Context: an optimization exercise on an open-source flow, tuned for a short achievable clock period and few clock cycles per item. The choices shown serve that exercise and are no tape-out recipe.
In this exercise RTL edits were held to simulation tests only and were not proved equivalent to the original.
No run shown here takes its clock network from TritonCTS; it comes from the design's own scripts or RTL.
The clock input has no modelled driver; a real chip could not lean on it and would need a root buffer or a full tree.
Power is estimated from default activity; no workload was simulated.

==> flow/design.v <==
`default_nettype none
module pipe3_fwd_core #(
    parameter int DW   = 32,
    parameter int NREG = 32
) (
    input  logic          clk,
    input  logic          rst,
    input  logic [31:0]   InstrIn,
    input  logic          in_valid,
    input  logic          stall,
    output logic          in_ready,
    output logic [DW-1:0] Out,
    output logic          out_valid,
    output logic [15:0]   retire_cnt
);
    localparam int c_QD = 8;
    localparam int HW   = DW / 2;
    function automatic logic [DW-1:0] f_shl(input logic [DW-1:0] x, input logic [3:0] sa,
                                            input logic [3:0] sb, input logic s4);
        logic [DW-1:0] t1, t2;
        t1 = '0;
        t2 = '0;
        for (int i = 0; i < DW; i++)
            for (int k = 0; k < 4; k++)
                if (i - k >= 0) t1[i] = t1[i] | (sa[k] & x[i - k]);
        for (int i = 0; i < DW; i++)
            for (int k = 0; k < 4; k++)
                if (i - 4 * k >= 0) t2[i] = t2[i] | (sb[k] & t1[i - 4 * k]);
        f_shl = s4 ? (t2 << 16) : t2;
    endfunction
    logic            r_kValid;
    logic [31:0]     r_kIns;
    logic            r_iValid;
    logic [31:0]     r_iIns;
    logic [NREG-1:0] r_iRs1Oh;
    logic [NREG-1:0] r_iRs2Oh;
    logic            r_dValid;
    logic [31:0]     r_dIns;
    logic [DW-1:0]   r_dRfA;            
    logic [DW-1:0]   r_dRfB;            
    logic            r_dIsShr;
    logic            r_dM1A, r_dM2A, r_dM3A, r_dM1B, r_dM2B, r_dM3B;
    logic            r_1Valid;
    logic            r_1We;
    logic [4:0]      r_1Wd;
    logic            r_1Sub;
    logic [3:0]      r_1Lut;            
    logic            r_1Arith;          
    logic            r_1FA1, r_1FB1;    
    logic [HW-1:0]   r_1Alo, r_1Ahi;
    logic [HW-1:0]   r_1Blo, r_1Bhi;    
    logic [3:0]      r_1SlA, r_1SlB, r_1SrA, r_1SrB, r_1SrhA, r_1SrhB, r_1PA, r_1PB;
    logic            r_1Sh4;
    logic            r_2Valid;
    logic            r_2We;
    logic [4:0]      r_2Wd;
    logic [3:0]      r_2Lut;
    logic            r_2Arith;
    logic [HW-1:0]   r_2Alo, r_2Ahi, r_2Bhi;
    logic [3:0]      r_2SlA, r_2SlB, r_2SrA, r_2SrB;
    logic [HW-1:0]   r_2ShlP;           
    logic [HW-1:0]   r_xLo;             
    logic            r_xCy;             
    logic            r_3Valid;
    logic            r_3We;
    logic [4:0]      r_3Wd;
    logic [DW-1:0]   r_res;
    logic [NREG-1:0] r_3WeOh;           
    logic [DW-1:0]   r_fVal [c_QD];
    logic [c_QD-1:0] r_fWe;
    logic [c_QD-1:0] r_fRdOh, r_fWrOh;  
    logic [3:0]      r_fCnt;
    logic            r_oValid;
    logic            r_oWe;             
    logic [DW-1:0]   r_out;
    logic [15:0]     r_retireCnt;
    logic [15:0]     r_retireCntP1;     
    logic [DW-1:0]   r_regs [1:NREG-1];
    logic            w_accept;
    logic            w_hold;
    logic            w_dIssue;
    logic [31:0]     w_nIns;
    logic            w_nValid;
    logic [4:0]      w_nRs1, w_nRs2;
    assign w_accept = in_valid && !stall && !r_kValid;
    assign w_nIns   = r_kValid ? r_kIns : InstrIn;
    assign w_nValid = r_kValid || w_accept;
    assign w_nRs1   = w_hold ? r_iIns[20:16] : w_nIns[20:16];
    assign w_nRs2   = w_hold ? r_iIns[15:11] : w_nIns[15:11];
    logic [DW-1:0]   w_rdA, w_rdB, w_iA, w_iB;
    logic [4:0]      w_iRs1, w_iRs2;
    assign w_iRs1 = r_iIns[20:16];
    assign w_iRs2 = r_iIns[15:11];
    always_comb begin
        w_rdA = '0;
        w_rdB = '0;
        for (int i = 1; i < NREG; i++) begin
            w_rdA = w_rdA | (r_regs[i] & {DW{r_iRs1Oh[i]}});
            w_rdB = w_rdB | (r_regs[i] & {DW{r_iRs2Oh[i]}});
        end
    end
    logic            w_iDs, w_cA1, w_cA2, w_cA3, w_cB1, w_cB2, w_cB3;
    assign w_iDs = r_iIns[28];
    assign w_cA1 = (w_iRs1 != 5'd0) && r_dValid && w_we && (w_wd == w_iRs1);
    assign w_cA2 = (w_iRs1 != 5'd0) && r_1Valid && r_1We && (r_1Wd == w_iRs1);
    assign w_cA3 = (w_iRs1 != 5'd0) && r_2Valid && r_2We && (r_2Wd == w_iRs1);
    assign w_cB1 = !w_iDs && (w_iRs2 != 5'd0) && r_dValid && w_we && (w_wd == w_iRs2);
    assign w_cB2 = !w_iDs && (w_iRs2 != 5'd0) && r_1Valid && r_1We && (r_1Wd == w_iRs2);
    assign w_cB3 = !w_iDs && (w_iRs2 != 5'd0) && r_2Valid && r_2We && (r_2Wd == w_iRs2);
    assign w_iA = (w_iRs1 != 5'd0 && r_3Valid && r_3We && r_3Wd == w_iRs1) ? r_res : w_rdA;
    assign w_iB = r_iIns[28] ? DW'($signed(r_iIns[15:0])) :
                  (w_iRs2 != 5'd0 && r_3Valid && r_3We && r_3Wd == w_iRs2) ? r_res : w_rdB;
    logic [2:0]      w_op;
    logic            w_ds, w_we, w_sub;
    logic [4:0]      w_wd, w_rs1, w_rs2;
    logic [DW-1:0]   w_imm;
    logic            w_m1A, w_m1B, w_m2A, w_m2B, w_m3A, w_m3B;
    logic [HW-1:0]   w_dAlo, w_dAhi, w_dBlo, w_dBhi;
    assign w_op  = r_dIns[31:29];
    assign w_ds  = r_dIns[28];
    assign w_we  = r_dIns[27];
    assign w_wd  = r_dIns[25:21];
    assign w_rs1 = r_dIns[20:16];
    assign w_rs2 = r_dIns[15:11];
    assign w_imm = DW'($signed(r_dIns[15:0]));
    assign w_sub = (w_op == 3'd1);
    assign w_m1A = r_dM1A;
    assign w_m2A = r_dM2A;
    assign w_m3A = r_dM3A;
    assign w_m1B = r_dM1B;
    assign w_m2B = r_dM2B;
    assign w_m3B = r_dM3B;
    assign w_dAlo = w_m2A ? r_xLo : (w_m3A ? r_res[HW-1:0] : r_dRfA[HW-1:0]);
    assign w_dAhi = w_m3A ? r_res[DW-1:HW] : r_dRfA[DW-1:HW];
    assign w_dBlo = w_m2B ? r_xLo : (w_m3B ? r_res[HW-1:0] : r_dRfB[HW-1:0]);
    assign w_dBhi = w_m3B ? r_res[DW-1:HW] : r_dRfB[DW-1:HW];
    assign w_hold   = r_dValid && r_dIsShr && w_m1A;
    assign w_dIssue = r_dValid && !w_hold;
    logic [HW-1:0]   w_lo, w_nAlo, w_nBlo;
    logic            w_cy1;
    logic [DW-1:0]   w_shlP;
    logic [3:0]      w_dDecA, w_dDecB, w_dDecA16, w_dDecB16;
    logic [3:0]      w_nSlA, w_nSlB, w_nSrA, w_nSrB, w_nSrhA, w_nSrhB, w_nPA, w_nPB;
    logic            w_nSh4;
    assign w_dDecA   = 4'(1) << w_dBlo[1:0];
    assign w_dDecB   = 4'(1) << w_dBlo[3:2];
    assign w_dDecA16 = w_dDecA & {4{!w_dBlo[4]}};
    assign w_dDecB16 = w_dDecB & {4{!w_dBlo[4]}};
    pipe3_fwd_core_alu #(.HW(HW), .HI(0)) u_alu1 (
        .a(r_1Alo), .b(r_1Blo), .ahi(r_1Ahi), .cin(r_1Sub), .arith(r_1Arith), .lut(r_1Lut),
        .sla(r_1SlA), .slb(r_1SlB), .sra(r_1SrA), .srb(r_1SrB), .sr4(r_1Sh4), .por(HW'(0)),
        .res(w_lo), .cout(w_cy1),
        .sel_a(w_m1A), .alt_a(w_dAlo), .out_a(w_nAlo),
        .sel_b(w_m1B), .alt_b(w_dBlo ^ {HW{w_sub}}), .inv_b(w_sub), .out_b(w_nBlo),
        .sel_c(1'b0), .alt_c(HW'(0)), .out_c(),
        .sel_d(1'b0), .alt_d(HW'(0)), .inv_d(1'b0), .out_d(),
        .g_shl(w_op == 3'd5), .g_shr(w_op == 3'd6),
        .d_deca(w_dDecA), .d_decb(w_dDecB), .d_deca16(w_dDecA16), .d_decb16(w_dDecB16),
        .d_sh4(w_dBlo[4]),
        .o_sla(w_nSlA), .o_slb(w_nSlB), .o_sra(w_nSrA), .o_srb(w_nSrB),
        .o_srha(w_nSrhA), .o_srhb(w_nSrhB), .o_pa(w_nPA), .o_pb(w_nPB), .o_sh4(w_nSh4));
    assign w_shlP = f_shl({HW'(0), r_1Alo}, r_1PA, r_1PB, r_1Sh4);
    logic [HW-1:0]   w_hi, w_n2Ahi, w_n2Bhi, w_n1Ahi, w_n1Bhi;
    logic            w_cy2;
    pipe3_fwd_core_alu #(.HW(HW), .HI(1)) u_alu2 (
        .a(r_2Ahi), .b(r_2Bhi), .ahi(HW'(0)), .cin(r_xCy), .arith(r_2Arith), .lut(r_2Lut),
        .sla(r_2SlA), .slb(r_2SlB), .sra(r_2SrA), .srb(r_2SrB), .sr4(1'b0), .por(r_2ShlP),
        .res(w_hi), .cout(w_cy2),
        .sel_a(r_1FA1), .alt_a(r_1Ahi), .out_a(w_n2Ahi),
        .sel_b(r_1FB1), .alt_b(r_1Bhi), .inv_b(r_1Sub), .out_b(w_n2Bhi),
        .sel_c(w_m2A), .alt_c(w_dAhi), .out_c(w_n1Ahi),
        .sel_d(w_m2B), .alt_d(w_dBhi ^ {HW{w_sub}}), .inv_d(w_sub), .out_d(w_n1Bhi),
        .g_shl(1'b0), .g_shr(1'b0),
        .d_deca(4'b0), .d_decb(4'b0), .d_deca16(4'b0), .d_decb16(4'b0), .d_sh4(1'b0),
        .o_sla(), .o_slb(), .o_sra(), .o_srb(), .o_srha(), .o_srhb(), .o_pa(), .o_pb(), .o_sh4());
    logic            w_deliver;
    logic [c_QD-1:0] w_rd1Oh;
    logic [DW-1:0]   w_head0, w_head1, w_mem0, w_mem1;
    logic            w_we0, w_we1, w_memWe0, w_memWe1, w_eq0, w_eq1;
    logic [3:0]      w_cnt0;
    assign w_deliver = r_oValid && !stall;
    assign w_rd1Oh   = {r_fRdOh[c_QD-2:0], r_fRdOh[c_QD-1]};
    assign w_eq0     = |(r_fWrOh & r_fRdOh);
    assign w_eq1     = |(r_fWrOh & w_rd1Oh);
    always_comb begin
        w_mem0   = '0;
        w_mem1   = '0;
        w_memWe0 = 1'b0;
        w_memWe1 = 1'b0;
        for (int k = 0; k < c_QD; k++) begin
            w_mem0   = w_mem0 | (r_fVal[k] & {DW{r_fRdOh[k]}});
            w_mem1   = w_mem1 | (r_fVal[k] & {DW{w_rd1Oh[k]}});
            w_memWe0 = w_memWe0 | (r_fWe[k] & r_fRdOh[k]);
            w_memWe1 = w_memWe1 | (r_fWe[k] & w_rd1Oh[k]);
        end
    end
    assign w_head0   = (r_3Valid && w_eq0) ? r_res : w_mem0;
    assign w_head1   = (r_3Valid && w_eq1) ? r_res : w_mem1;
    assign w_we0     = (r_3Valid && w_eq0) ? r_3We : w_memWe0;
    assign w_we1     = (r_3Valid && w_eq1) ? r_3We : w_memWe1;
    assign w_cnt0    = r_fCnt + 4'(r_3Valid);
    always_ff @(posedge clk or negedge rst) begin
        if (!rst) begin
            r_kValid    <= 1'b0;
            r_iValid    <= 1'b0;
            r_dValid    <= 1'b0;
            r_1Valid    <= 1'b0;
            r_2Valid    <= 1'b0;
            r_3Valid    <= 1'b0;
            r_3WeOh     <= '0;
            r_fRdOh     <= c_QD'(1);
            r_fWrOh     <= c_QD'(1);
            r_fCnt      <= '0;
            r_oValid    <= 1'b0;
            r_retireCnt <= '0;
            r_retireCntP1 <= 16'd1;
            r_oWe       <= 1'b0;
        end else begin
            if (w_hold) begin
                r_kValid <= r_kValid || w_accept;
            end else begin
                r_kValid <= 1'b0;
                r_iValid <= w_nValid;
                r_dValid <= r_iValid;
            end
            r_1Valid <= w_dIssue;
            r_2Valid <= r_1Valid;
            r_3Valid <= r_2Valid;
            for (int i = 0; i < NREG; i++)
                r_3WeOh[i] <= r_2Valid && r_2We && (r_2Wd == 5'(i)) && (i != 0);
            if (r_3Valid)
                r_fWrOh <= {r_fWrOh[c_QD-2:0], r_fWrOh[c_QD-1]};
            if (w_deliver)
                r_fRdOh <= w_rd1Oh;
            r_fCnt   <= w_deliver ? w_cnt0 - 4'd1 : w_cnt0;
            r_oValid <= w_deliver ? (w_cnt0 > 4'd1) : (w_cnt0 != 4'd0);
            r_oWe    <= w_deliver ? w_we1 : w_we0;
            if (w_deliver && r_oWe) begin
                r_retireCnt   <= r_retireCntP1;
                r_retireCntP1 <= r_retireCntP1 + 16'd1;
            end
        end
    end
    always_ff @(posedge clk) begin
        if (w_accept)
            r_kIns <= InstrIn;
        r_iRs1Oh <= NREG'(1) << w_nRs1;
        r_iRs2Oh <= NREG'(1) << w_nRs2;
        if (!w_hold) begin
            r_iIns <= w_nIns;
            r_dIns <= r_iIns;
            r_dRfA <= w_iA;
            r_dRfB <= w_iB;
            r_dIsShr <= (r_iIns[31:29] == 3'd6);
            r_dM1A <= w_cA1;
            r_dM2A <= w_cA2;
            r_dM3A <= w_cA3;
            r_dM1B <= w_cB1;
            r_dM2B <= w_cB2;
            r_dM3B <= w_cB3;
        end else begin
            if (w_m3A) r_dRfA <= r_res;
            if (w_m3B) r_dRfB <= r_res;
            r_dM1A <= 1'b0;
            r_dM2A <= r_dM1A;
            r_dM3A <= r_dM2A;
            r_dM1B <= 1'b0;
            r_dM2B <= r_dM1B;
            r_dM3B <= r_dM2B;
        end
        r_1We    <= w_we;
        r_1Wd    <= w_wd;
        r_1Sub   <= w_sub;
        case (w_op)
            3'd2:    r_1Lut <= 4'b1000;
            3'd3:    r_1Lut <= 4'b1110;
            3'd4:    r_1Lut <= 4'b0110;
            3'd7:    r_1Lut <= 4'b1010;
            default: r_1Lut <= 4'b0000;
        endcase
        r_1Arith <= (w_op == 3'd0) || (w_op == 3'd1);
        r_1FA1   <= w_m1A;
        r_1FB1   <= w_m1B;
        r_1Alo   <= w_nAlo;
        r_1Blo   <= w_nBlo;
        r_1Ahi   <= w_n1Ahi;
        r_1Bhi   <= w_n1Bhi;
        r_1SlA   <= w_nSlA;
        r_1SlB   <= w_nSlB;
        r_1SrA   <= w_nSrA;
        r_1SrB   <= w_nSrB;
        r_1SrhA  <= w_nSrhA;
        r_1SrhB  <= w_nSrhB;
        r_1PA    <= w_nPA;
        r_1PB    <= w_nPB;
        r_1Sh4   <= w_nSh4;
        r_2We    <= r_1We;
        r_2Wd    <= r_1Wd;
        r_2Lut   <= r_1Lut;
        r_2Arith <= r_1Arith;
        r_2Alo   <= r_1Alo;
        r_2Ahi   <= w_n2Ahi;
        r_2Bhi   <= w_n2Bhi;
        r_2SlA   <= r_1SlA;
        r_2SlB   <= r_1SlB;
        r_2SrA   <= r_1SrhA;
        r_2SrB   <= r_1SrhB;
        r_2ShlP  <= w_shlP[DW-1:HW];
        r_xLo    <= w_lo;
        r_xCy    <= w_cy1;
        r_3We    <= r_2We;
        r_3Wd    <= r_2Wd;
        r_res    <= {w_hi, r_xLo};
        for (int k = 0; k < c_QD; k++) begin
            if (r_3Valid && r_fWrOh[k]) begin
                r_fVal[k] <= r_res;
                r_fWe[k]  <= r_3We;
            end
        end
        r_out <= w_deliver ? w_head1 : w_head0;
    end
    always_ff @(posedge clk or negedge rst) begin
        if (!rst) begin
            for (int i = 1; i < NREG; i++)
                r_regs[i] <= '0;
        end else begin
            for (int i = 1; i < NREG; i++)
                if (r_3WeOh[i])
                    r_regs[i] <= r_res;
        end
    end
    assign in_ready   = !r_kValid;
    assign Out        = r_out;
    assign out_valid  = r_oValid;
    assign retire_cnt = r_retireCnt;
endmodule
module pipe3_fwd_core_alu #(
    parameter int HW = 16,
    parameter bit HI = 1'b0
) (
    input  logic [HW-1:0] a,
    input  logic [HW-1:0] b,
    input  logic [HW-1:0] ahi,
    input  logic          cin,
    input  logic          arith,
    input  logic [3:0]    lut,
    input  logic [3:0]    sla,
    input  logic [3:0]    slb,
    input  logic [3:0]    sra,
    input  logic [3:0]    srb,
    input  logic          sr4,
    input  logic [HW-1:0] por,
    output logic [HW-1:0] res,
    output logic          cout,
    input  logic          sel_a,
    input  logic [HW-1:0] alt_a,
    output logic [HW-1:0] out_a,
    input  logic          sel_b,
    input  logic [HW-1:0] alt_b,
    input  logic          inv_b,
    output logic [HW-1:0] out_b,
    input  logic          sel_c,
    input  logic [HW-1:0] alt_c,
    output logic [HW-1:0] out_c,
    input  logic          sel_d,
    input  logic [HW-1:0] alt_d,
    input  logic          inv_d,
    output logic [HW-1:0] out_d,
    input  logic          g_shl,
    input  logic          g_shr,
    input  logic [3:0]    d_deca,
    input  logic [3:0]    d_decb,
    input  logic [3:0]    d_deca16,
    input  logic [3:0]    d_decb16,
    input  logic          d_sh4,
    output logic [3:0]    o_sla,
    output logic [3:0]    o_slb,
    output logic [3:0]    o_sra,
    output logic [3:0]    o_srb,
    output logic [3:0]    o_srha,
    output logic [3:0]    o_srhb,
    output logic [3:0]    o_pa,
    output logic [3:0]    o_pb,
    output logic          o_sh4
);
    localparam int DW = 2 * HW;
    function automatic logic [HW:0] f_carry(input logic [HW-1:0] x, input logic [HW-1:0] y,
                                            input logic cin);
        logic [HW-1:0] gg, pp, g2, p2;
        gg = x & y;
        pp = x ^ y;
        gg[0] = gg[0] | (pp[0] & cin);
        for (int d = 1; d < HW; d = d * 2) begin
            g2 = gg;
            p2 = pp;
            for (int i = d; i < HW; i++) begin
                g2[i] = gg[i] | (pp[i] & gg[i - d]);
                p2[i] = pp[i] & pp[i - d];
            end
            gg = g2;
            pp = p2;
        end
        f_carry = {gg, cin};
    endfunction
    function automatic logic [DW-1:0] f_shl(input logic [DW-1:0] x, input logic [3:0] sa,
                                            input logic [3:0] sb, input logic s4);
        logic [DW-1:0] t1, t2;
        t1 = '0;
        t2 = '0;
        for (int i = 0; i < DW; i++)
            for (int k = 0; k < 4; k++)
                if (i - k >= 0) t1[i] = t1[i] | (sa[k] & x[i - k]);
        for (int i = 0; i < DW; i++)
            for (int k = 0; k < 4; k++)
                if (i - 4 * k >= 0) t2[i] = t2[i] | (sb[k] & t1[i - 4 * k]);
        f_shl = s4 ? (t2 << 16) : t2;
    endfunction
    function automatic logic [DW-1:0] f_shr(input logic [DW-1:0] x, input logic [3:0] sa,
                                            input logic [3:0] sb, input logic s4);
        logic [DW-1:0] t1, t2;
        t1 = '0;
        t2 = '0;
        for (int i = 0; i < DW; i++)
            for (int k = 0; k < 4; k++)
                if (i + k < DW) t1[i] = t1[i] | (sa[k] & x[i + k]);
        for (int i = 0; i < DW; i++)
            for (int k = 0; k < 4; k++)
                if (i + 4 * k < DW) t2[i] = t2[i] | (sb[k] & t1[i + 4 * k]);
        f_shr = s4 ? (t2 >> 16) : t2;
    endfunction
    function automatic logic [DW-1:0] f_shr_lo(input logic [DW-1:0] x, input logic [3:0] sa,
                                               input logic [3:0] sb, input logic s4);
        logic [DW-1:0] u, t2, t1;
        u  = s4 ? (x >> 16) : x;
        t2 = '0;
        t1 = '0;
        for (int j = 0; j < HW + 3; j++)
            for (int k = 0; k < 4; k++)
                if (j + 4 * k < DW) t2[j] = t2[j] | (sb[k] & u[j + 4 * k]);
        for (int i = 0; i < HW; i++)
            for (int k = 0; k < 4; k++)
                t1[i] = t1[i] | (sa[k] & t2[i + k]);
        f_shr_lo = t1;
    endfunction
    logic [HW:0]     w_c;
    logic [HW-1:0]   w_p, w_other, w_r0, w_r1;
    logic [DW-1:0]   w_shl, w_shr;
    assign w_c   = f_carry(a, b, cin);
    assign w_p   = a ^ b;
    assign w_shl = f_shl({HW'(0), a}, sla, slb, 1'b0);
    assign w_shr = HI ? f_shr({HW'(0), a}, sra, srb, 1'b0) : f_shr_lo({ahi, a}, sra, srb, sr4);
    assign w_other = (a & b & {HW{lut[3]}}) | (a & ~b & {HW{lut[2]}}) |
                     (~a & b & {HW{lut[1]}}) | (~a & ~b & {HW{lut[0]}}) |
                     w_shl[HW-1:0] | w_shr[HW-1:0] | (HI ? por : HW'(0));
    assign w_r0 = arith ? w_p : w_other;
    assign w_r1 = arith ? ~w_p : w_other;
    assign res  = (w_c[HW-1:0] & w_r1) | (~w_c[HW-1:0] & w_r0);
    assign cout = w_c[HW];
    assign out_a = sel_a ? res : alt_a;
    assign out_b = sel_b ? (res ^ {HW{inv_b}}) : alt_b;
    assign out_c = HI ? (sel_c ? res : alt_c) : HW'(0);
    assign out_d = HI ? (sel_d ? (res ^ {HW{inv_d}}) : alt_d) : HW'(0);
    logic [3:0] w_da, w_db, w_da16, w_db16;
    assign w_da   = sel_b ? (4'(1) << res[1:0]) : d_deca;
    assign w_db   = sel_b ? (4'(1) << res[3:2]) : d_decb;
    assign w_da16 = sel_b ? ((4'(1) << res[1:0]) & {4{!res[4]}}) : d_deca16;
    assign w_db16 = sel_b ? ((4'(1) << res[3:2]) & {4{!res[4]}}) : d_decb16;
    assign o_sla  = HI ? 4'b0 : (w_da16 & {4{g_shl}});
    assign o_slb  = HI ? 4'b0 : (w_db16 & {4{g_shl}});
    assign o_sra  = HI ? 4'b0 : (w_da & {4{g_shr}});
    assign o_srb  = HI ? 4'b0 : (w_db & {4{g_shr}});
    assign o_srha = HI ? 4'b0 : (w_da16 & {4{g_shr}});
    assign o_srhb = HI ? 4'b0 : (w_db16 & {4{g_shr}});
    assign o_pa   = HI ? 4'b0 : (w_da & {4{g_shl}});
    assign o_pb   = HI ? 4'b0 : (w_db & {4{g_shl}});
    assign o_sh4  = HI ? 1'b0 : (sel_b ? res[4] : d_sh4);
endmodule
`default_nettype wire
==> flow/flow/run.sh <==
#!/bin/bash
# Standard ORFS layout with these changes:
#  - synthesis maps no half/full-adder cells (ADDER_MAP_FILE empty), and slow
#    stacked/compound cells are on the don't-use list (flow/slow_cells.txt),
#    so ABC and the resizer build the logic from faster gates; registers map
#    exactly as in the standard flow;
#  - the resizer may swap a cell for any of the same function
#    (MATCH_CELL_FOOTPRINT=0);
#  - CTS is ORFS's own cts.tcl with clock_tree_synthesis replaced by a
#    two-level tree built by flow/mytree.tcl (4 root buffers on the clock
#    port, each driving balanced leaf buffers of at most 20 clock pins),
#    which has a lower insertion delay than the three-level H-tree;
#  - the timing repair after CTS and after global routing runs three times
#    (one pass leaves easy fixes undone).
# Each step's full output goes to a log file of its own in this folder.
set -euo pipefail
WORK=$PWD
PLAT_DU=$(awk '/export DONT_USE_CELLS \+= /{f=1} f{print} f && !/\\$/{exit}' \
    "$FLOW_HOME/platforms/sky130hd/config.mk" | grep -o 'sky130_fd_sc_hd__[a-z0-9_]*' | tr '\n' ' ')
SLOW=$(grep -o 'sky130_fd_sc_hd__[a-z0-9_*]*' flow/slow_cells.txt | tr '\n' ' ')
VARS=(ADDER_MAP_FILE= "DONT_USE_CELLS=$PLAT_DU $SLOW" MATCH_CELL_FOOTPRINT=0)

bash standard.sh "${VARS[@]}" place > "$WORK/log_1_place.log" 2>&1

grep -q '^log_cmd clock_tree_synthesis {\*}\$cts_args$' "$FLOW_HOME/scripts/cts.tcl"
grep -q '^  repair_timing_helper$' "$FLOW_HOME/scripts/cts.tcl"
sed -e "s#^log_cmd clock_tree_synthesis {\*}\$cts_args\$#source $WORK/flow/mytree.tcl\nmytree_build clk 4 20 sky130_fd_sc_hd__clkbuf_16#" \
    -e "s#^  repair_timing_helper\$#  repair_timing_helper\n  repair_timing_helper\n  repair_timing_helper#" \
    "$FLOW_HOME/scripts/cts.tcl" > "$WORK/my_cts.tcl"
bash standard.sh "${VARS[@]}" run RUN_SCRIPT="$WORK/my_cts.tcl" RUN_LOG_NAME_STEM=4_1_cts \
    > "$WORK/log_2_cts.log" 2>&1
bash standard.sh "${VARS[@]}" cts > "$WORK/log_3_cts_copy.log" 2>&1

grep -q '^    repair_timing_helper$' "$FLOW_HOME/scripts/global_route.tcl"
sed -e "s#^    repair_timing_helper\$#    repair_timing_helper\n    repair_timing_helper\n    repair_timing_helper#" \
    "$FLOW_HOME/scripts/global_route.tcl" > "$WORK/my_grt.tcl"
bash standard.sh "${VARS[@]}" run RUN_SCRIPT="$WORK/my_grt.tcl" RUN_LOG_NAME_STEM=5_1_grt \
    > "$WORK/log_4_grt.log" 2>&1

bash standard.sh "${VARS[@]}" finish > "$WORK/log_5_finish.log" 2>&1
==> flow/flow/mytree.tcl <==
# Builds a two-level clock tree by hand: the clock port drives NROOT root
# buffers, each root drives the leaf buffers of its region, and each leaf
# buffer drives a compact cluster of at most about LEAF_MAX clock pins.
# Sinks are clustered with k-means on their placed locations.
proc mytree_build { clk_port_name nroot leaf_max buf_master_name } {
  set db [ord::get_db]
  set block [ord::get_db_block]
  set master [$db findMaster $buf_master_name]
  set clk_net [[$block findBTerm $clk_port_name] getNet]

  # sinks: every instance pin on the clock net
  set sinks {}
  set sx {}
  set sy {}
  foreach it [$clk_net getITerms] {
    set box [[$it getInst] getBBox]
    lappend sinks $it
    lappend sx [expr {([$box xMin] + [$box xMax]) / 2.0}]
    lappend sy [expr {([$box yMin] + [$box yMax]) / 2.0}]
  }
  set n [llength $sinks]
  puts "mytree: $n sinks"

  # recursive bisection at the median along the longer side: first into
  # nroot regions (one per root), then each region into leaf clusters of at
  # most leaf_max pins
  set groups [mytree_split [lsearch -all [lrepeat $n x] x] $sx $sy $nroot]
  set lab [lrepeat $n 0]
  set cx {}
  set cy {}
  set rlab {}
  set rx {}
  set ry {}
  set c 0
  set r 0
  foreach g $groups {
    set nl [expr {int(ceil(double([llength $g]) / $leaf_max))}]
    set p $nl
    set lsum_x 0.0
    set lsum_y 0.0
    set leaves [mytree_split $g $sx $sy $p]
    foreach l $leaves {
      set ax 0.0
      set ay 0.0
      foreach i $l {
        lset lab $i $c
        set ax [expr {$ax + [lindex $sx $i]}]
        set ay [expr {$ay + [lindex $sy $i]}]
      }
      lappend cx [expr {$ax / [llength $l]}]
      lappend cy [expr {$ay / [llength $l]}]
      lappend rlab $r
      set lsum_x [expr {$lsum_x + $ax / [llength $l]}]
      set lsum_y [expr {$lsum_y + $ay / [llength $l]}]
      incr c
    }
    lappend rx [expr {$lsum_x / [llength $leaves]}]
    lappend ry [expr {$lsum_y / [llength $leaves]}]
    incr r
  }
  set k $c
  puts "mytree: [llength $groups] roots, $k leaves"

  set rnets {}
  for {set r 0} {$r < $nroot} {incr r} {
    set inst [odb::dbInst_create $block $master "clkroot_$r"]
    $inst setLocation [expr {int([lindex $rx $r])}] [expr {int([lindex $ry $r])}]
    $inst setPlacementStatus PLACED
    set net [odb::dbNet_create $block "clknet_root_$r"]
    $net setSigType CLOCK
    [$inst findITerm A] connect $clk_net
    [$inst findITerm X] connect $net
    lappend rnets $net
  }
  set lnets {}
  for {set c 0} {$c < $k} {incr c} {
    set inst [odb::dbInst_create $block $master "clkleaf_$c"]
    $inst setLocation [expr {int([lindex $cx $c])}] [expr {int([lindex $cy $c])}]
    $inst setPlacementStatus PLACED
    set net [odb::dbNet_create $block "clknet_leaf_$c"]
    $net setSigType CLOCK
    [$inst findITerm A] connect [lindex $rnets [lindex $rlab $c]]
    [$inst findITerm X] connect $net
    lappend lnets $net
  }
  for {set i 0} {$i < $n} {incr i} {
    set it [lindex $sinks $i]
    $it disconnect
    $it connect [lindex $lnets [lindex $lab $i]]
  }
  $clk_net setSigType CLOCK
  # as clock_tree_synthesis does: time the clock through the tree from now on
  set_propagated_clock [all_clocks]
}

# k-means on points (xs, ys) into k clusters; with cap > 0 a point goes to
# the nearest centre that still has room. Returns {labels cx cy}.
proc mytree_kmeans { xs ys k iters cap } {
  set n [llength $xs]
  # seed centres along a sorted sweep so they start spread out
  set order [lsort -integer -indices [lmap x $xs y $ys {expr {int($x + 3 * $y)}}]]
  set cx {}
  set cy {}
  for {set c 0} {$c < $k} {incr c} {
    set i [lindex $order [expr {int(($c + 0.5) * $n / $k)}]]
    lappend cx [lindex $xs $i]
    lappend cy [lindex $ys $i]
  }
  set lab [lrepeat $n 0]
  for {set it 0} {$it < $iters} {incr it} {
    set cnt [lrepeat $k 0]
    set newlab {}
    for {set i 0} {$i < $n} {incr i} {
      set x [lindex $xs $i]
      set y [lindex $ys $i]
      set d {}
      for {set c 0} {$c < $k} {incr c} {
        set dx [expr {$x - [lindex $cx $c]}]
        set dy [expr {$y - [lindex $cy $c]}]
        lappend d [expr {$dx * $dx + $dy * $dy}]
      }
      set best -1
      foreach c [lsort -real -indices $d] {
        if {$cap <= 0 || [lindex $cnt $c] < $cap} { set best $c; break }
      }
      if {$best < 0} { set best [lindex [lsort -real -indices $d] 0] }
      lset cnt $best [expr {[lindex $cnt $best] + 1}]
      lappend newlab $best
    }
    set lab $newlab
    set sx [lrepeat $k 0.0]
    set sy [lrepeat $k 0.0]
    for {set i 0} {$i < $n} {incr i} {
      set c [lindex $lab $i]
      lset sx $c [expr {[lindex $sx $c] + [lindex $xs $i]}]
      lset sy $c [expr {[lindex $sy $c] + [lindex $ys $i]}]
    }
    for {set c 0} {$c < $k} {incr c} {
      if {[lindex $cnt $c] > 0} {
        lset cx $c [expr {[lindex $sx $c] / [lindex $cnt $c]}]
        lset cy $c [expr {[lindex $sy $c] / [lindex $cnt $c]}]
      }
    }
  }
  return [list $lab $cx $cy]
}

# splits the point indices idx into parts groups of (nearly) equal
# size, halving at the median along the longer side of each group's box
proc mytree_split { idx xs ys parts } {
  if {$parts <= 1 || [llength $idx] < 2} { return [list $idx] }
  set xl [lmap i $idx {lindex $xs $i}]
  set yl [lmap i $idx {lindex $ys $i}]
  set w [expr {[tcl::mathfunc::max {*}$xl] - [tcl::mathfunc::min {*}$xl]}]
  set h [expr {[tcl::mathfunc::max {*}$yl] - [tcl::mathfunc::min {*}$yl]}]
  set key [expr {$w >= $h ? $xl : $yl}]
  set ord [lsort -real -indices $key]
  set pa [expr {$parts / 2}]
  set pb [expr {$parts - $pa}]
  set half [expr {int(round(double([llength $idx]) * $pa / $parts))}]
  set a [lmap j [lrange $ord 0 [expr {$half - 1}]] {lindex $idx $j}]
  set b [lmap j [lrange $ord $half end] {lindex $idx $j}]
  return [concat [mytree_split $a $xs $ys $pa] [mytree_split $b $xs $ys $pb]]
}
==> flow/flow/slow_cells.txt <==
sky130_fd_sc_hd__a2111o*
sky130_fd_sc_hd__o2111a*
sky130_fd_sc_hd__a2111oi*
sky130_fd_sc_hd__o2111ai*
sky130_fd_sc_hd__a311o*
sky130_fd_sc_hd__o311a*
sky130_fd_sc_hd__a311oi*
sky130_fd_sc_hd__o311ai*
sky130_fd_sc_hd__nor4*
sky130_fd_sc_hd__or4*
sky130_fd_sc_hd__a41o*
sky130_fd_sc_hd__o41a*
sky130_fd_sc_hd__a41oi*
sky130_fd_sc_hd__o41ai*
sky130_fd_sc_hd__nor3*
sky130_fd_sc_hd__or3*
sky130_fd_sc_hd__a32o*
sky130_fd_sc_hd__o32a*
sky130_fd_sc_hd__ha_*
sky130_fd_sc_hd__fa_*
sky130_fd_sc_hd__maj3*
sky130_fd_sc_hd__nand4*
sky130_fd_sc_hd__and4*
sky130_fd_sc_hd__a31o*
sky130_fd_sc_hd__o31a*
sky130_fd_sc_hd__a31oi*
sky130_fd_sc_hd__o31ai*
sky130_fd_sc_hd__a221o_*
sky130_fd_sc_hd__o221a_*
sky130_fd_sc_hd__a222oi*
sky130_fd_sc_hd__mux4*
sky130_fd_sc_hd__a2bb2o*
sky130_fd_sc_hd__o2bb2a*
sky130_fd_sc_hd__a32oi*
sky130_fd_sc_hd__o32ai*
sky130_fd_sc_hd__and4b*
sky130_fd_sc_hd__or4b*
sky130_fd_sc_hd__nor4b*
sky130_fd_sc_hd__nand4b*
sky130_fd_sc_hd__a211oi_*
sky130_fd_sc_hd__o211ai_*
sky130_fd_sc_hd__a221oi_*
sky130_fd_sc_hd__o221ai_*
sky130_fd_sc_hd__a211o_*
sky130_fd_sc_hd__o211a_*
sky130_fd_sc_hd__a221o_*
sky130_fd_sc_hd__o221a_*
sky130_fd_sc_hd__o21bai_*
sky130_fd_sc_hd__a21boi_*
sky130_fd_sc_hd__o21ba_*
sky130_fd_sc_hd__a21bo_*
sky130_fd_sc_hd__o22a_*
sky130_fd_sc_hd__a22o_*
==> flow/standard.sh <==
#!/bin/bash
# synth_recipe.tcl (not shown) runs the flow's synth.tcl, then flattens the netlist and writes it again
# the make line also repeats each setting of config.mk as NAME=value (left out here)
make -C /OpenROAD-flow-scripts/flow DESIGN_CONFIG=/design/flow/config.mk WORK_HOME=/design/flow/orfs CLKGATE_MAP_FILE= SYNTH_SCRIPT=/design/flow/synth_recipe.tcl "${@:-finish}"
==> flow/config.mk <==
export PLATFORM = sky130hd
export DESIGN_NAME = pipe3_fwd_core
export DESIGN_NICKNAME = pipe3_fwd_core
export VERILOG_FILES = /design/flow/design.v
export SDC_FILE = /design/flow/constraint.sdc
export NUM_CORES = 4
export LEC_CHECK = 0
export CAP_MARGIN = 20
export CORE_MARGIN = 2
export CORE_UTILIZATION = 55
export SETUP_SLACK_MARGIN = 3.2
export SLEW_MARGIN = 20
export SYNTH_HIERARCHICAL = 1
export SYNTH_MINIMUM_KEEP_SIZE = 0
==> flow/constraint.sdc <==
create_clock -name core_clock -period 5.0 [get_ports {clk}]
set_input_delay 1.0000 -clock core_clock [delete_from_list [all_inputs] [get_ports {clk}]]
set_output_delay 1.0000 -clock core_clock [all_outputs]
set_load 0.01 [all_outputs]
==> results.json, run 1 <==
{
  "num-nets-final": 8403,
  "layout-drive-gt1-share_pct": 34.1,
  "tightest_slew_ns": 1.21,
  "grt_pass1_vias": 70222,
  "netlist_area_mm2": 0.0883,
  "synthCells": 8234,
  "port_buffers": 84,
  "syn_area_per_cell_um2": 10.7,
  "dpl.hpwl_um": 207000,
  "area_growth_pct": 16.9,
  "cp_max_fo": 8,
  "start_kind": "flop",
  "final_cells": 10459,
  "max_stage_delay_ns": 0.43,
  "peakVddDrop_mv": 0.428,
  "grt.overflow.total": 0,
  "powerDensity_mw_per_mm2": 300,
  "whs_ns": 0.338,
  "io_pins": 86,
  "finalHoldViolCount": 0,
  "grt_use_total_pct": 45.4,
  "cp_slowest_cell": "dfxtp_4",
  "post_drt_wl_per_cell_um": 37.2,
  "detail-route-antenna-nets": 0,
  "finClkSkew_ns": 0.0350,
  "vias": 74625,
  "endpoint_kind": "flop",
  "arrival_ns": 2.89,
  "die_w_um": 405,
  "crit_family": "multiplexers",
  "insertion_delay_ns": 0.62,
  "crit_buf_inv": 1,
  "finalSetupViolations": 0,
  "routed_wl_um": 389000,
  "dpl.cell_count": 9858,
  "grt_max_degree": 115,
  "coreArea_mm2": 0.160,
  "grt_pass1_wl_um": 530000,
  "worstPathRequired_ns": 5.51,
  "clk_pin_slew_ns": 0.08,
  "layout_min_cycle_time_ns": 2.38,
  "antenna_found_initial": 20,
  "finalWorstSetupSlack_ns": 2.62,
  "rsz0062_at_grt": "yes",
  "drc": 0,
  "place_congestion": 0.947,
  "design.die.area_mm2": 0.164,
  "slew_headroom_pct": 19.1,
  "cp_cell_sequence": "buf_6 > mux2_4 > a22oi_2 > nand2_2 > a22oi_2 > nand3_1 > mux2_4 > and3b_1 > nand2_1 > o21ai_2 > and2_1",
  "tns_ns": 0,
  "drv_slew": 0,
  "drt_iter0_drc": 11749,
  "drt-pass1-iter-count": 7,
  "p_leak_uw": 0.0443,
  "start_util_pct": 55.2,
  "die_h_um": 405,
  "yosysWarnings": 11,
  "fin_crit_sh_pct": 47.5,
  "fmax_mhz": 421,
  "fillCellCount": 12626,
  "dpl_worst_slack_ns": 1.71,
  "vias_per_cell": 7.14,
  "maxCapViolations": 0,
  "hold_class": "flop to flop",
  "status": "no timing/DRC/antenna violations",
  "cts_hold_repair.buffers": 0,
  "num_rows": 147,
  "crit_type": "flop to flop"
}
## placed cells by master, fill, tap and decap left out, types with 25 or more instances in the layout
| cell type | instances |
|---|---|
| a22oi_1 | 1267 |
| mux2_2 | 1097 |
| dfrtp_1 | 1038 |
| nand2_1 | 1037 |
| nor2_1 | 518 |
| edfxtp_1 | 400 |
| buf_4 | 324 |
| buf_6 | 178 |
| nand3_1 | 172 |
| a21oi_1 | 162 |
| dfxtp_1 | 136 |
| dfxtp_4 | 133 |
| and3_1 | 130 |
| clkbuf_16 | 129 |
| buf_12 | 109 |
| xnor2_1 | 88 |
| mux2i_1 | 86 |
| a22oi_2 | 85 |
| o21ai_0 | 77 |
| dfxtp_2 | 70 |
| xor2_1 | 62 |
| a21oi_2 | 61 |
| and3_4 | 59 |
| inv_1 | 58 |
| o21ai_2 | 55 |
| a21o_1 | 54 |
| mux2_4 | 54 |
| nand2_2 | 49 |
| nor2_2 | 49 |
| o22ai_1 | 49 |
| nand3_2 | 41 |
| o21ai_4 | 33 |
| and2_1 | 32 |
| xnor2_2 | 29 |
| buf_8 | 28 |
| clkdlybuf4s50_1 | 25 |
## layer usage
metal	GRT usage (%)	vias to the layer above	wire (um)
met5	1.31	-	425
met4	31.8	24	37500
met3	14.3	1828	49900
met2	67.5	5748	165000
met1	56.2	37084	136000
li1	-	29941	-
## registers in the layout, indices dropped and copies added, names as in the netlist, 31 cells and up
register  flops
r_out        32
r_res        32
r_dRfB       32
r_dRfA       32
r_iRs1Oh     31
r_kIns       31
r_iIns       31
r_iRs2Oh     31
r_fVal      256
r_regs      992
r_3WeOh      31
## where the power goes
part / internal, uW / total [uW] / switching, uW
Sequential: 16400 / 18000 / 1670
Combinational: 2150 / 4810 / 2660
Clock: 3360 / 8140 / 4770
Total: 21900 / 31000 / 9100
## through the flow
step           total power (uW)  area, um^2  util (%)
6_report                  31000      103000      64.5
3_3_place_gp              21700       90600      56.6
3_5_place_dp              21800       90600      56.6
2_1_floorplan             20200       89000         -
## worst paths after layout
kind	start	depth (start not counted)	endpoint	slack (ns)
min in group asynchronous	rst	1	r_3WeOh[7]	0.43
max in group asynchronous	rst	2	r_regs[14][8]	3.33
worst max register to register	r_1Sh4	11	r_1SrhB[2]	2.62
worst max-delay path	r_1Sh4	11	r_1SrhB[2]	2.62
worst min-delay path	r_1SrhA[2]	0	r_2SrA[2]	0.34
worst min register to register	r_1SrhA[2]	0	r_2SrA[2]	0.34
## worst reg2reg max path, delay by kind of cell, from the launching register on
kind,cells,cell delay [ns]
mux,2,0.63
buf+inv,1,0.16
flops,1,0.43
simple gates,5,0.63
compound gates,3,0.42
## layout make-up
class	instances	area, um^2	share of cell area (%)
repair buffers	743	8830	8.55
multi-input cells	5636	42400	41.1
well taps	2086	2610	2.53
diodes	8	20.0	0.0194
flip-flops and latches	1822	46600	45.2
inverters	66	283	0.274
plain buffers	96	2400	2.33
repair inverters	2	22.5	0.0218
## timing repair
action,CTS,global route
cloned,29,19
buffers inserted,368,81
pin swaps,264,348
gates resized for setup,1098,425
endpoints found under the setup margin,1216,449
Testbench counts, summed over its fixed seeds: cycles 33,011, instrs 32,000.
==> run 2: changes to the inputs <==
--- a/flow/design.v
+++ b/flow/design.v
@@ -430,16 +430,2 @@
     endfunction
-    function automatic logic [DW-1:0] f_shr_lo(input logic [DW-1:0] x, input logic [3:0] sa,
-                                               input logic [3:0] sb, input logic s4);
-        logic [DW-1:0] u, t2, t1;
-        u  = s4 ? (x >> 16) : x;
-        t2 = '0;
-        t1 = '0;
-        for (int j = 0; j < HW + 3; j++)
-            for (int k = 0; k < 4; k++)
-                if (j + 4 * k < DW) t2[j] = t2[j] | (sb[k] & u[j + 4 * k]);
-        for (int i = 0; i < HW; i++)
-            for (int k = 0; k < 4; k++)
-                t1[i] = t1[i] | (sa[k] & t2[i + k]);
-        f_shr_lo = t1;
-    endfunction
     logic [HW:0]     w_c;
@@ -450,3 +436,3 @@
     assign w_shl = f_shl({HW'(0), a}, sla, slb, 1'b0);
-    assign w_shr = HI ? f_shr({HW'(0), a}, sra, srb, 1'b0) : f_shr_lo({ahi, a}, sra, srb, sr4);
+    assign w_shr = HI ? f_shr({HW'(0), a}, sra, srb, 1'b0) : f_shr({ahi, a}, sra, srb, sr4);
     assign w_other = (a & b & {HW{lut[3]}}) | (a & ~b & {HW{lut[2]}}) |
--- a/flow/flow/run.sh
+++ b/flow/flow/run.sh
@@ -10,3 +10,3 @@
 #    two-level tree built by flow/mytree.tcl (4 root buffers on the clock
-#    port, each driving balanced leaf buffers of at most 20 clock pins),
+#    port, each driving balanced leaf buffers of at most 24 clock pins),
 #    which has a lower insertion delay than the three-level H-tree;
@@ -26,3 +26,3 @@
 grep -q '^  repair_timing_helper$' "$FLOW_HOME/scripts/cts.tcl"
-sed -e "s#^log_cmd clock_tree_synthesis {\*}\$cts_args\$#source $WORK/flow/mytree.tcl\nmytree_build clk 4 20 sky130_fd_sc_hd__clkbuf_16#" \
+sed -e "s#^log_cmd clock_tree_synthesis {\*}\$cts_args\$#source $WORK/flow/mytree.tcl\nmytree_build clk 4 24 sky130_fd_sc_hd__clkbuf_16#" \
     -e "s#^  repair_timing_helper\$#  repair_timing_helper\n  repair_timing_helper\n  repair_timing_helper#" \
==> results.json, run 2 <==
{
  "cts_hold_repair.buffers": 0,
  "routed_wl_um": 402000,
  "start_util_pct": 55.2,
  "swShare_pct": 29.9,
  "fmax_mhz": 411,
  "clkPwrFrac_pct": 24.5,
  "fin_crit_sh_pct": 48.6,
  "powerDensity_mw_per_mm2": 288,
  "vias_per_cell": 7.20,
  "drt_iter0_drc": 13393,
  "slew_headroom_pct": 14.9,
  "layout-drive-gt1-share_pct": 38.2,
  "num_rows": 147,
  "die_h_um": 405,
  "grt_use_total_pct": 46.7,
  "syn_area_per_cell_um2": 10.7,
  "place_congestion": 0.983,
  "coreArea_mm2": 0.160,
  "peakVddDrop_mv": 0.342,
  "rr_endpoint": "r_1Alo[15]",
  "drv_slew": 0,
  "yosysWarnings": 11,
  "detail-route-antenna-nets": 0,
  "endpoint_kind": "flop",
  "rsz0062_at_grt": "yes",
  "r2r_start": "r_1Alo[3]",
  "largestRegisters": "r_regs x992, r_fVal x256",
  "grt_max_degree": 176,
  "finalSetupViolations": 0,
  "arrival_ns": 2.93,
  "layout_min_cycle_time_ns": 2.43,
  "layout_commonest_cell": "a22oi_1",
  "die_w_um": 405,
  "drc": 0,
  "pwr-share-comb_pct": 16.6,
  "io_pins": 86,
  "regMostFlops": "r_regs",
  "grt_pass1_wl_um": 545000,
  "fin_util_pct": 66.6,
  "vias": 77006,
  "crit_type": "flop to flop",
  "fillCellCount": 12151,
  "worstPathRequired_ns": 5.49,
  "rrSetupSlack_ns": 2.57,
  "dpl.hpwl_um": 220000,
  "grt_pass1_vias": 71275,
  "hold_class": "primary input to async pin",
  "maxCapViolations": 0,
  "design.die.area_mm2": 0.164,
  "drt-pass1-iter-count": 10,
  "p_leak_uw": 0.0456,
  "start_kind": "flop",
  "critPathLaunch": "r_1Alo[3]",
  "area_growth_pct": 20.5,
  "p_sw_uw": 9180,
  "seqPwrFrac_pct": 58.9,
  "tns_ns": 0,
  "post_drt_wl_per_cell_um": 37.6,
  "cp_max_fo": 5,
  "finClkSkew_ns": 0.0382,
  "grt.overflow.total": 0,
  "finalHoldViolCount": 0,
  "synthCells": 8272,
  "reg2regPathDepth": 10,
  "tightest_slew_ns": 1.28,
  "largest_register_ffs": 992,
  "num-nets-final": 8632,
  "insertion_delay_ns": 0.60,
  "status": "no timing/DRC/antenna violations",
  "clk_pin_slew_ns": 0.11,
  "antenna_found_initial": 23,
  "port_buffers": 84,
  "internal-power_uw": 21500,
  "layout_common_cells": "1203 x a22oi_1, 1090 x mux2_2, 1039 x dfrtp_1, 1021 x nand2_1, 464 x nor2_1",
  "netlist_area_mm2": 0.0884
}
run 2: cell count changes in the layout (fill, tap and decap cells not counted), moves of 31 or more:
cell,previous run,this run
a22oi_1,1267,1203
a22oi_2,85,201
and3_4,59,90
buf_4,324,442
buf_6,178,239
nor2_1,518,464
run 2: worst max path at each step:
| stage | endpoint | slack, ns | cells after the start |
|---|---|---|---|
| after CTS | r_1Alo[15] | 2.60 | 10 |
| after detailed placement | r_out[8] | 1.67 | 6 |
| after global routing | r_1Alo[15] | 2.49 | 11 |
| after floorplan | r_1Alo[15] | 2.72 | 11 |
| final | r_1Alo[15] | 2.57 | 10 |
| after global placement | r_out[22] | 1.71 | 6 |
run 2: power groups by stage:
stage / combinational (uW) / sequential (uW) / clock (uW)
finish: 5080 / 18100 / 7520
CTS: 4450 / 17900 / 7500
global placement: 3400 / 18300 / 0
floorplan: 2730 / 17400 / 0
global route: 5280 / 18100 / 7960
detailed placement: 3470 / 18400 / 0
run 2: layer usage:
| layer | part of all wire (%) | global-route usage (%) | routed length [um] |
|---|---|---|---|
| met3 | 16 | 19.5 | 62900 |
| met5 | 0.10 | 0 | 406 |
| met4 | 8.1 | 27.7 | 32500 |
| met1 | 36 | 61.2 | 146000 |
| met2 | 40 | 64.4 | 161000 |
run 2: layout make-up:
| class | count | area (um^2) | area share [%] |
|---|---|---|---|
| Inverter | 59 | 248 | 0.233 |
| Antenna cell | 18 | 45.0 | 0.0423 |
| Sequential cell | 1822 | 46600 | 43.8 |
| Multi-Input combinational cell | 5672 | 43900 | 41.2 |
| Tap cell | 2086 | 2610 | 2.45 |
| Buffer | 80 | 2000 | 1.88 |
| Timing Repair inverter | 1 | 8.76 | 0.00822 |
| Timing Repair Buffer | 960 | 11000 | 10.4 |
run 2: stage by stage:
| stage | instances | power (uW) | area, um^2 | hold WS [ns] | setup slack [ns] |
|---|---|---|---|---|---|
| after floorplan | 8285 | 20100 | 89200 | 0.310 | 2.72 |
| after global placement | 9953 | 21700 | 91300 | 0.348 | 1.71 |
| after detailed placement | 9954 | 21800 | 91300 | 0.351 | 1.67 |
| final | 10698 | 30700 | 107000 | 0.281 | 2.57 |
run 2: timing repair:
item / 4_1_cts / 5_1_grt
hold endpoints to repair: 0 / 0
cloned: 29 / 21
setup buffers: 464 / 132
resized for setup: 1289 / 658
pin swaps: 398 / 556
setup endpoints to repair: 1144 / 459
run 2: critical path, stage by stage (launching register included):
cell     delay (ns)
dfxtp_4        0.36
or2_4          0.25
o21a_4         0.25
a21o_4         0.21
and3_4         0.19
o21ai_4        0.18
and3_4         0.22
o21a_4         0.17
nand3_4        0.06
and3_4         0.18
mux2_4         0.25
Testbench counts of run 2, summed over its fixed seeds: cycles 33,011, instrs 32,000.

-- what the ideal ports hide --
The results above use ideal ports. As a check the final layouts listed here were re-extracted and re-timed, cells and wires unchanged.
Step 1 sets driving cells, clkbuf_16 on the clock port and buf_2 on the other inputs (assumed; they add their load-dependent delay and slew).
Step 2 also shifts input and output timing later by t, the mid clock arrival at the registers, as if the neighbouring blocks saw the same clock.
Slacks: ideal ports / drivers / drivers and shift; pairs: ideal ports / drivers.
| run | t (ns) | setup slack, ns | worst register clock-pin slew, ns | worst data-port slew with drivers (ns) |
|---|---|---|---|---|
| run 1 | 0.792 | 2.624 / 2.546 / 2.599 | 0.10 / 0.10 | 0.21 |
| run 2 | 0.791 | 2.568 / 2.511 / 2.556 | 0.11 / 0.11 | 0.22 |
After both steps every run listed still meets setup and hold. For run 1, which loses most, drivers alone change the setup slack by -0.078 ns; drivers and shift together by -0.025 ns.
